This is an optimization exercise on Yosys and OpenROAD, whose aim is small area, a short achievable clock period and few clock cycles per item, not a production implementation.
In this exercise RTL edits were held to simulation tests only and were not proved equivalent to the original.
Power is estimated from default activity; no workload was simulated.

// sorted_priority_queue
module sorted_priority_queue (
  input  logic                                clk_i,
  input  logic                                rst_ni,
  input  logic                                start,
  output logic                                busy,
  input  logic [spq_pkg::CMD_W-1:0]           cmd_i,
  input  logic [spq_pkg::PAYLOAD_W-1:0]       payload_i,
  input  logic signed [spq_pkg::PRIO_IN_W-1:0] priority_req_i,
  output logic                                done_o,
  output logic [spq_pkg::DOUT_W-1:0]          data_out_o,
  output logic [spq_pkg::COUNT_W-1:0]         count_o,
  output logic [spq_pkg::STATUS_W-1:0]        status_o
);
clock: 5.0 ns
lec_check: 0
abc_area: 1
cap_margin: 20
core_margin: 2
core_utilization: 55
cts_cluster_diameter: 80
cts_cluster_size: 25
place_density: 0.65
setup_slack_margin: 3.1
slew_margin: 20
tns_end_percent: 25
standard.sh (not shown) runs the stock make flow with config.mk's settings and CLKGATE_MAP_FILE= SYNTH_SCRIPT=/design/flow/synth_recipe.tcl, a recipe that flattens the netlist after the stock synthesis.
==> flow/flow/run.sh <==
#!/bin/bash
# Layout flow: the standard flow (standard synthesis unchanged), with the
# port buffers made of plain buf_4 cells instead of the delay cells that
# buffer_ports picks by default. Every input and output port still gets its
# buffer; nothing else changes.
set -uo pipefail
export BUFFER_PORTS_ARGS="-buffer_cell sky130_fd_sc_hd__buf_4"
bash standard.sh finish > standard_flow.log 2>&1
status=$?
tail -n 20 standard_flow.log
exit $status
Testbench counts at the start, summed over its fixed seeds: cycles 16,008, items 16,000.
Change:
- CORE_UTILIZATION: 55 -> 40
- PLACE_DENSITY: 0.65 -> unset
- SETUP_SLACK_MARGIN: 3.1 -> 2.8
- The new run passed the timing, design-rule and antenna checks
- fmax grows by 5.1%
- synthesized cell count does not change
- synthesized area does not change
- first-iteration DRC count went down by 13%
- flip-flop and latch count is unchanged
- global-route usage drops by 8.5 points
- non-clock buffer count decreases by 121
- final cell count grows by 5.2%
- count of clock-buffer cells in the layout stays the same
- routed wire length shrinks by 2.3%
Change:
- SETUP_SLACK_MARGIN: 2.8 -> 3.0
Result: Via count increases by 2.1%. Global-route usage grows by 0.45 points. Worst setup slack gets better by 0.092 ns. Power climbs by 1.5%. Area after synthesis stays the same. Synthesized cell count does not change. Combinational power went up by 9.4%. Non-clock buffer count came out higher by 82. Cell count increases by 1.6%. Worst hold slack stays flat. Routed wire length came out higher by 3.1%.
Change:
- ABC_AREA: 1 -> unset
- ABC_CLOCK_PERIOD_IN_PS: unset -> 2000
- SETUP_SLACK_MARGIN: 3.0 -> 2.8
After rerunning: Utilization falls by 0.39 points. Clock skew stays flat. Register-to-register slack got worse by 0.13 ns. Setup slack got worse by 0.17 ns. Routed wire length falls by a few percent. Count of clock-buffer cells in the layout rises by 2.

========
red:
The RTL this note starts from:
==> flow/design.v <==
package spq_pkg;
  localparam int unsigned DEPTH      = 16;
  localparam int unsigned DATA_WIDTH = 32;
  localparam int unsigned PRIO_WIDTH = 16;
  localparam int unsigned CNT_W      = $clog2(DEPTH + 1);
  localparam int unsigned CMD_W      = 2;
  localparam int unsigned PAYLOAD_W  = 32;
  localparam int unsigned PRIO_IN_W  = 16;
  localparam int unsigned DOUT_W     = 32;
  localparam int unsigned COUNT_W    = 5;
  localparam int unsigned STATUS_W   = 2;
  localparam logic [CMD_W-1:0] CMD_INSERT = 2'd0;
  localparam logic [CMD_W-1:0] CMD_REMOVE = 2'd1;
  localparam logic [CMD_W-1:0] CMD_PEEK   = 2'd2;
  localparam logic [STATUS_W-1:0] ST_OK    = 2'd0;
  localparam logic [STATUS_W-1:0] ST_FULL  = 2'd1;
  localparam logic [STATUS_W-1:0] ST_EMPTY = 2'd2;
  typedef struct packed {
    logic        [DATA_WIDTH-1:0] payload;
    logic signed [PRIO_WIDTH-1:0] prio;
  } entry_t;
  typedef struct packed {
    logic insert;
    logic remove;
  } cell_ctrl_t;
endpackage
module spq_cell (
  input  logic                clk_i,
  input  logic                we_i,
  input  spq_pkg::entry_t     new_entry_i,
  output logic [spq_pkg::DATA_WIDTH-1:0] payload_o,
  output logic                le_o
);
  localparam int unsigned W = spq_pkg::PRIO_WIDTH;
  spq_pkg::entry_t entry_q;
  logic [W-1:0]    a, b;
  assign a = {~entry_q.prio[W-1], entry_q.prio[W-2:0]};
  assign b = {~new_entry_i.prio[W-1], new_entry_i.prio[W-2:0]};
  logic [W-1:0]   g0, p0;
  logic [W/2-1:0] g1, p1;
  logic [W/4-1:0] g2, p2;
  logic [W/8-1:0] g3, p3;
  assign g0 = b & ~a;
  assign p0 = b | ~a;
  for (genvar k = 0; k < W/2; k++) begin : g_l1
    assign g1[k] = g0[2*k+1] | (p0[2*k+1] & g0[2*k]);
    assign p1[k] = g0[2*k+1] | (p0[2*k+1] & p0[2*k]);
  end
  for (genvar k = 0; k < W/4; k++) begin : g_l2
    assign g2[k] = g1[2*k+1] | (p1[2*k+1] & g1[2*k]);
    assign p2[k] = g1[2*k+1] | (p1[2*k+1] & p1[2*k]);
  end
  for (genvar k = 0; k < W/8; k++) begin : g_l3
    assign g3[k] = g2[2*k+1] | (p2[2*k+1] & g2[2*k]);
    assign p3[k] = g2[2*k+1] | (p2[2*k+1] & p2[2*k]);
  end
  assign le_o = g3[1] | (p3[1] & p3[0]);
  always_ff @(posedge clk_i) begin
    if (we_i) entry_q <= new_entry_i;
  end
  assign payload_o = entry_q.payload;
endmodule
module sorted_priority_queue (
  input  logic                                clk_i,
  input  logic                                rst_ni,
  input  logic                                start,
  output logic                                busy,
  input  logic [spq_pkg::CMD_W-1:0]           cmd_i,
  input  logic [spq_pkg::PAYLOAD_W-1:0]       payload_i,
  input  logic signed [spq_pkg::PRIO_IN_W-1:0] priority_req_i,
  output logic                                done_o,
  output logic [spq_pkg::DOUT_W-1:0]          data_out_o,
  output logic [spq_pkg::COUNT_W-1:0]         count_o,
  output logic [spq_pkg::STATUS_W-1:0]        status_o
);
  localparam int unsigned Depth = spq_pkg::DEPTH;
  localparam int unsigned CntW  = spq_pkg::CNT_W;
  localparam int unsigned IdxW  = $clog2(Depth);
  logic                           accept;
  logic                           full, empty;
  logic                           ins1, rem1, rd1;
  spq_pkg::entry_t                new_entry;
  logic [spq_pkg::DATA_WIDTH-1:0] slot_pay [Depth];
  logic [Depth-1:0]               slot_le;
  logic [Depth-1:0]               slot_we;
  logic [CntW-1:0]                count_q, count_d;
  logic                           full_q, empty_q;
  logic [spq_pkg::STATUS_W-1:0]   status_d;
  logic                           done2_q;
  logic                           ins2_q, rem2_q, rd2_q;
  logic                           wr_next_q, wr_last_q;
  logic [Depth-1:0]               le_q;
  logic [spq_pkg::STATUS_W-1:0]   status2_q;
  logic [IdxW-1:0]                order_q [Depth];
  logic [IdxW-1:0]                order_d [Depth];
  logic [Depth-1:0]               ahead;
  logic [Depth-1:0]               front_q, front_d;
  logic [Depth-1:0]               last_dec, second_dec;
  logic [spq_pkg::DATA_WIDTH-1:0] front_pay;
  logic                           done_q;
  logic [spq_pkg::DOUT_W-1:0]     data_q;
  logic [spq_pkg::STATUS_W-1:0]   status_q;
  logic [CntW-1:0]                count_out_q;
  assign busy   = 1'b0;
  assign accept = start && !busy;
  assign full   = full_q;
  assign empty  = empty_q;
  assign new_entry.payload = spq_pkg::DATA_WIDTH'(payload_i);
  assign new_entry.prio    = spq_pkg::PRIO_WIDTH'(priority_req_i);
  always_comb begin
    ins1     = 1'b0;
    rem1     = 1'b0;
    rd1      = 1'b0;
    count_d  = count_q;
    status_d = spq_pkg::ST_OK;
    if (accept) begin
      unique case (cmd_i)
        spq_pkg::CMD_INSERT: begin
          if (full) begin
            status_d = spq_pkg::ST_FULL;
          end else begin
            ins1    = 1'b1;
            count_d = count_q + 1'b1;
          end
        end
        spq_pkg::CMD_REMOVE, spq_pkg::CMD_PEEK: begin
          if (empty) begin
            status_d = spq_pkg::ST_EMPTY;
          end else begin
            rd1 = 1'b1;
            if (cmd_i == spq_pkg::CMD_REMOVE) begin
              rem1    = 1'b1;
              count_d = count_q - 1'b1;
            end
          end
        end
        default: begin
        end
      endcase
    end
  end
  for (genvar j = 0; j < Depth; j++) begin : g_slot
    logic at_last, at_next, at_front;
    assign at_last  = (order_q[Depth-1] == IdxW'(j));
    assign at_next  = (order_q[Depth-2] == IdxW'(j));
    assign at_front = front_q[j];
    assign slot_we[j] = (wr_next_q && at_next) || (rem2_q && at_front) ||
                        (wr_last_q && at_last);
    spq_cell u_cell (
      .clk_i       (clk_i),
      .we_i        (slot_we[j]),
      .new_entry_i (new_entry),
      .payload_o   (slot_pay[j]),
      .le_o        (slot_le[j])
    );
  end
  always_ff @(posedge clk_i or negedge rst_ni) begin
    if (!rst_ni) begin
      count_q  <= '0;
      full_q   <= 1'b0;
      empty_q  <= 1'b1;
    end else begin
      count_q  <= count_d;
      full_q   <= (count_d == CntW'(Depth));
      empty_q  <= (count_d == '0);
    end
  end
  always_ff @(posedge clk_i) begin
    if (!rst_ni) begin
      done2_q   <= 1'b0;
      ins2_q    <= 1'b0;
      rem2_q    <= 1'b0;
      rd2_q     <= 1'b0;
      wr_next_q <= 1'b0;
      wr_last_q <= 1'b1;
    end else begin
      done2_q   <= accept;
      ins2_q    <= ins1;
      rem2_q    <= rem1;
      rd2_q     <= rd1;
      wr_next_q <= ins1 && (count_d != CntW'(Depth));
      wr_last_q <= !ins1 && !rem1 && (count_d != CntW'(Depth));
    end
  end
  always_ff @(posedge clk_i) begin
    le_q      <= slot_le;
    status2_q <= status_d;
  end
  for (genvar i = 0; i < Depth; i++) begin : g_pos
    if (i == 0) begin : g_front
      assign ahead[i] = |(le_q & front_q) && (count_out_q != '0);
    end else begin : g_other
      assign ahead[i] = le_q[order_q[i]] && (count_out_q > CntW'(i));
    end
    logic prev_ahead;
    if (i == 0) begin : g_first
      assign prev_ahead = 1'b1;
    end else begin : g_rest
      assign prev_ahead = ahead[i-1];
    end
    always_comb begin
      order_d[i] = order_q[i];
      if (ins2_q) begin
        if (!ahead[i]) begin
          if (prev_ahead) begin
            order_d[i] = order_q[Depth-1];
          end else begin
            order_d[i] = order_q[(i+Depth-1) % Depth];
          end
        end
      end else if (rem2_q) begin
        order_d[i] = order_q[(i+1) % Depth];
      end
    end
    always_ff @(posedge clk_i) begin
      if (!rst_ni) begin
        order_q[i] <= IdxW'(i);
      end else begin
        order_q[i] <= order_d[i];
      end
    end
  end
  for (genvar j = 0; j < Depth; j++) begin : g_dec
    assign last_dec[j]   = (order_q[Depth-1] == IdxW'(j));
    assign second_dec[j] = (order_q[1] == IdxW'(j));
  end
  always_comb begin
    front_d = front_q;
    if (ins2_q) begin
      if (!ahead[0]) front_d = last_dec;
    end else if (rem2_q) begin
      front_d = second_dec;
    end
  end
  always_ff @(posedge clk_i) begin
    if (!rst_ni) begin
      front_q <= Depth'(1);
    end else begin
      front_q <= front_d;
    end
  end
  always_comb begin
    front_pay = '0;
    for (int j = 0; j < Depth; j++) begin
      front_pay = front_pay | (slot_pay[j] & {spq_pkg::DATA_WIDTH{front_q[j]}});
    end
  end
  always_ff @(posedge clk_i or negedge rst_ni) begin
    if (!rst_ni) begin
      done_q <= 1'b0;
    end else begin
      done_q <= done2_q;
    end
  end
  always_ff @(posedge clk_i) begin
    data_q      <= rd2_q ? spq_pkg::DOUT_W'(front_pay) : '0;
    status_q    <= status2_q;
    count_out_q <= count_q;
  end
  assign done_o     = done_q;
  assign data_out_o = data_q;
  assign status_o   = status_q;
  assign count_o    = spq_pkg::COUNT_W'(count_out_q);
endmodule
==> flow/config.mk <==
export PLATFORM = sky130hd
export DESIGN_NAME = sorted_priority_queue
export DESIGN_NICKNAME = sorted_priority_queue
export VERILOG_FILES = /design/flow/design.v
export SDC_FILE = /design/flow/constraint.sdc
export NUM_CORES = 4
export LEC_CHECK = 0
export ABC_AREA = 1
export CAP_MARGIN = 20
export CORE_MARGIN = 2
export CORE_UTILIZATION = 55
export CTS_CLUSTER_DIAMETER = 80
export CTS_CLUSTER_SIZE = 25
export PLACE_DENSITY = 0.65
export SETUP_SLACK_MARGIN = 2.9
export SLEW_MARGIN = 20
export TNS_END_PERCENT = 25
==> flow/constraint.sdc <==
create_clock -name core_clock -period 5.0 [get_ports {clk_i}]
set_input_delay 1.0000 -clock core_clock [delete_from_list [all_inputs] [get_ports {clk_i}]]
set_output_delay 1.0000 -clock core_clock [all_outputs]
set_load 0.01 [all_outputs]
Scripts as last shown in full above: flow/flow/run.sh
Testbench counts of red, summed over its fixed seeds: cycles 16,008, items 16,000.
Modified inputs, blue compared to red
# red
export LEC_CHECK = 0
export ABC_AREA = 1
export CAP_MARGIN = 20
export CORE_MARGIN = 2
export CORE_UTILIZATION = 55
export CTS_CLUSTER_DIAMETER = 80
export CTS_CLUSTER_SIZE = 25
export PLACE_DENSITY = 0.65
export SETUP_SLACK_MARGIN = 2.9
export SLEW_MARGIN = 20
export TNS_END_PERCENT = 25
create_clock -name core_clock -period 5.0 [get_ports {clk_i}]
# blue
export LEC_CHECK = 0
export ABC_AREA = 1
export CAP_MARGIN = 20
export CORE_MARGIN = 2
export CORE_UTILIZATION = 55
export CTS_CLUSTER_DIAMETER = 80
export CTS_CLUSTER_SIZE = 25
export PLACE_DENSITY = 0.65
export SETUP_SLACK_MARGIN = 3.0
export SLEW_MARGIN = 20
export TNS_END_PERCENT = 25
create_clock -name core_clock -period 5.0 [get_ports {clk_i}]
## What came out
The flow did not stop early for blue: all stages ran, and the layout cleared the timing, design-rule and antenna checks. Final area, blue and red: smaller value in red. When blue is set beside red, its hold slack turns out to be 0.029 ns smaller. Re adder-cell share of the synthesized area: no difference whatsoever between blue and red. Diff red..blue | final worst-path cycle share | negligible. In the reports for blue and red, the larger overall fraction of global-route tracks in use belongs to blue.
## Diff of input files: green against blue
# blue
export LEC_CHECK = 0
export ABC_AREA = 1
export CAP_MARGIN = 20
export CORE_MARGIN = 2
export CORE_UTILIZATION = 55
export CTS_CLUSTER_DIAMETER = 80
export CTS_CLUSTER_SIZE = 25
export PLACE_DENSITY = 0.65
export SETUP_SLACK_MARGIN = 3.0
export SLEW_MARGIN = 20
export TNS_END_PERCENT = 25
create_clock -name core_clock -period 5.0 [get_ports {clk_i}]
# green
export LEC_CHECK = 0
export ABC_AREA = 1
export CAP_MARGIN = 20
export CORE_MARGIN = 2
export CORE_UTILIZATION = 40
export CTS_CLUSTER_DIAMETER = 80
export CTS_CLUSTER_SIZE = 25
export SETUP_SLACK_MARGIN = 2.9
export SLEW_MARGIN = 20
export TNS_END_PERCENT = 25
create_clock -name core_clock -period 5.0 [get_ports {clk_i}]
## What came out
- In the flow results for blue and green, the power consumed by combinational cells is larger on blue.
- Status: overall power of the completed layout parity (green, blue)
- In green the clock buffer count in the final layout turned out 4.3% higher than in blue.
- Fmax: green worse than blue
- When the final numbers for blue and green were put side by side, the number of buffer and inverter stages on the critical path turned out to be greater in green.
- The cell area after layout on blue is in line with that on green.

-- what the ideal ports hide --
The flow's constraints put no driver on any port. The routed layouts listed below were extracted and timed again, unchanged, in two steps. Step 1 sets driving cells, clkbuf_16 on the clock port and buf_2 on the other inputs (assumed; they add their load-dependent delay and slew). Step 2 also shifts input and output timing later by t, the mid clock arrival at the registers, as if the neighbouring blocks saw the same clock. Three values: ideal, step 1, step 2; two values: the first two.
run | shift t [ns] | setup WS [ns] | worst setup path after step 2 | latest minus earliest clock arrival (ns)
the first run of note 1 | 0.713 | 2.634 / 2.634 / 2.384 | input to register | 0.056 / 0.056
the second run of note 1 | 0.747 | 2.750 / 2.677 / 2.225 | input to register | 0.061 / 0.062
the third run of note 1 | 0.728 | 2.842 / 2.778 / 2.356 | input to register | 0.047 / 0.047
the fourth run of note 1 | 0.730 | 2.671 / 2.599 / 1.981 | input to register | 0.049 / 0.049
red | 0.731 | 2.798 / 2.726 / 2.265 | input to register | 0.061 / 0.060
blue | 0.723 | 2.800 / 2.729 / 2.388 | input to register | 0.062 / 0.062
green | 0.735 | 2.753 / 2.696 / 2.254 | input to register | 0.058 / 0.058
After both steps every run listed still meets setup and hold. The setup slack of the fourth run of note 1, which loses most, moves by -0.072 ns with the drivers and by -0.690 ns with both steps.
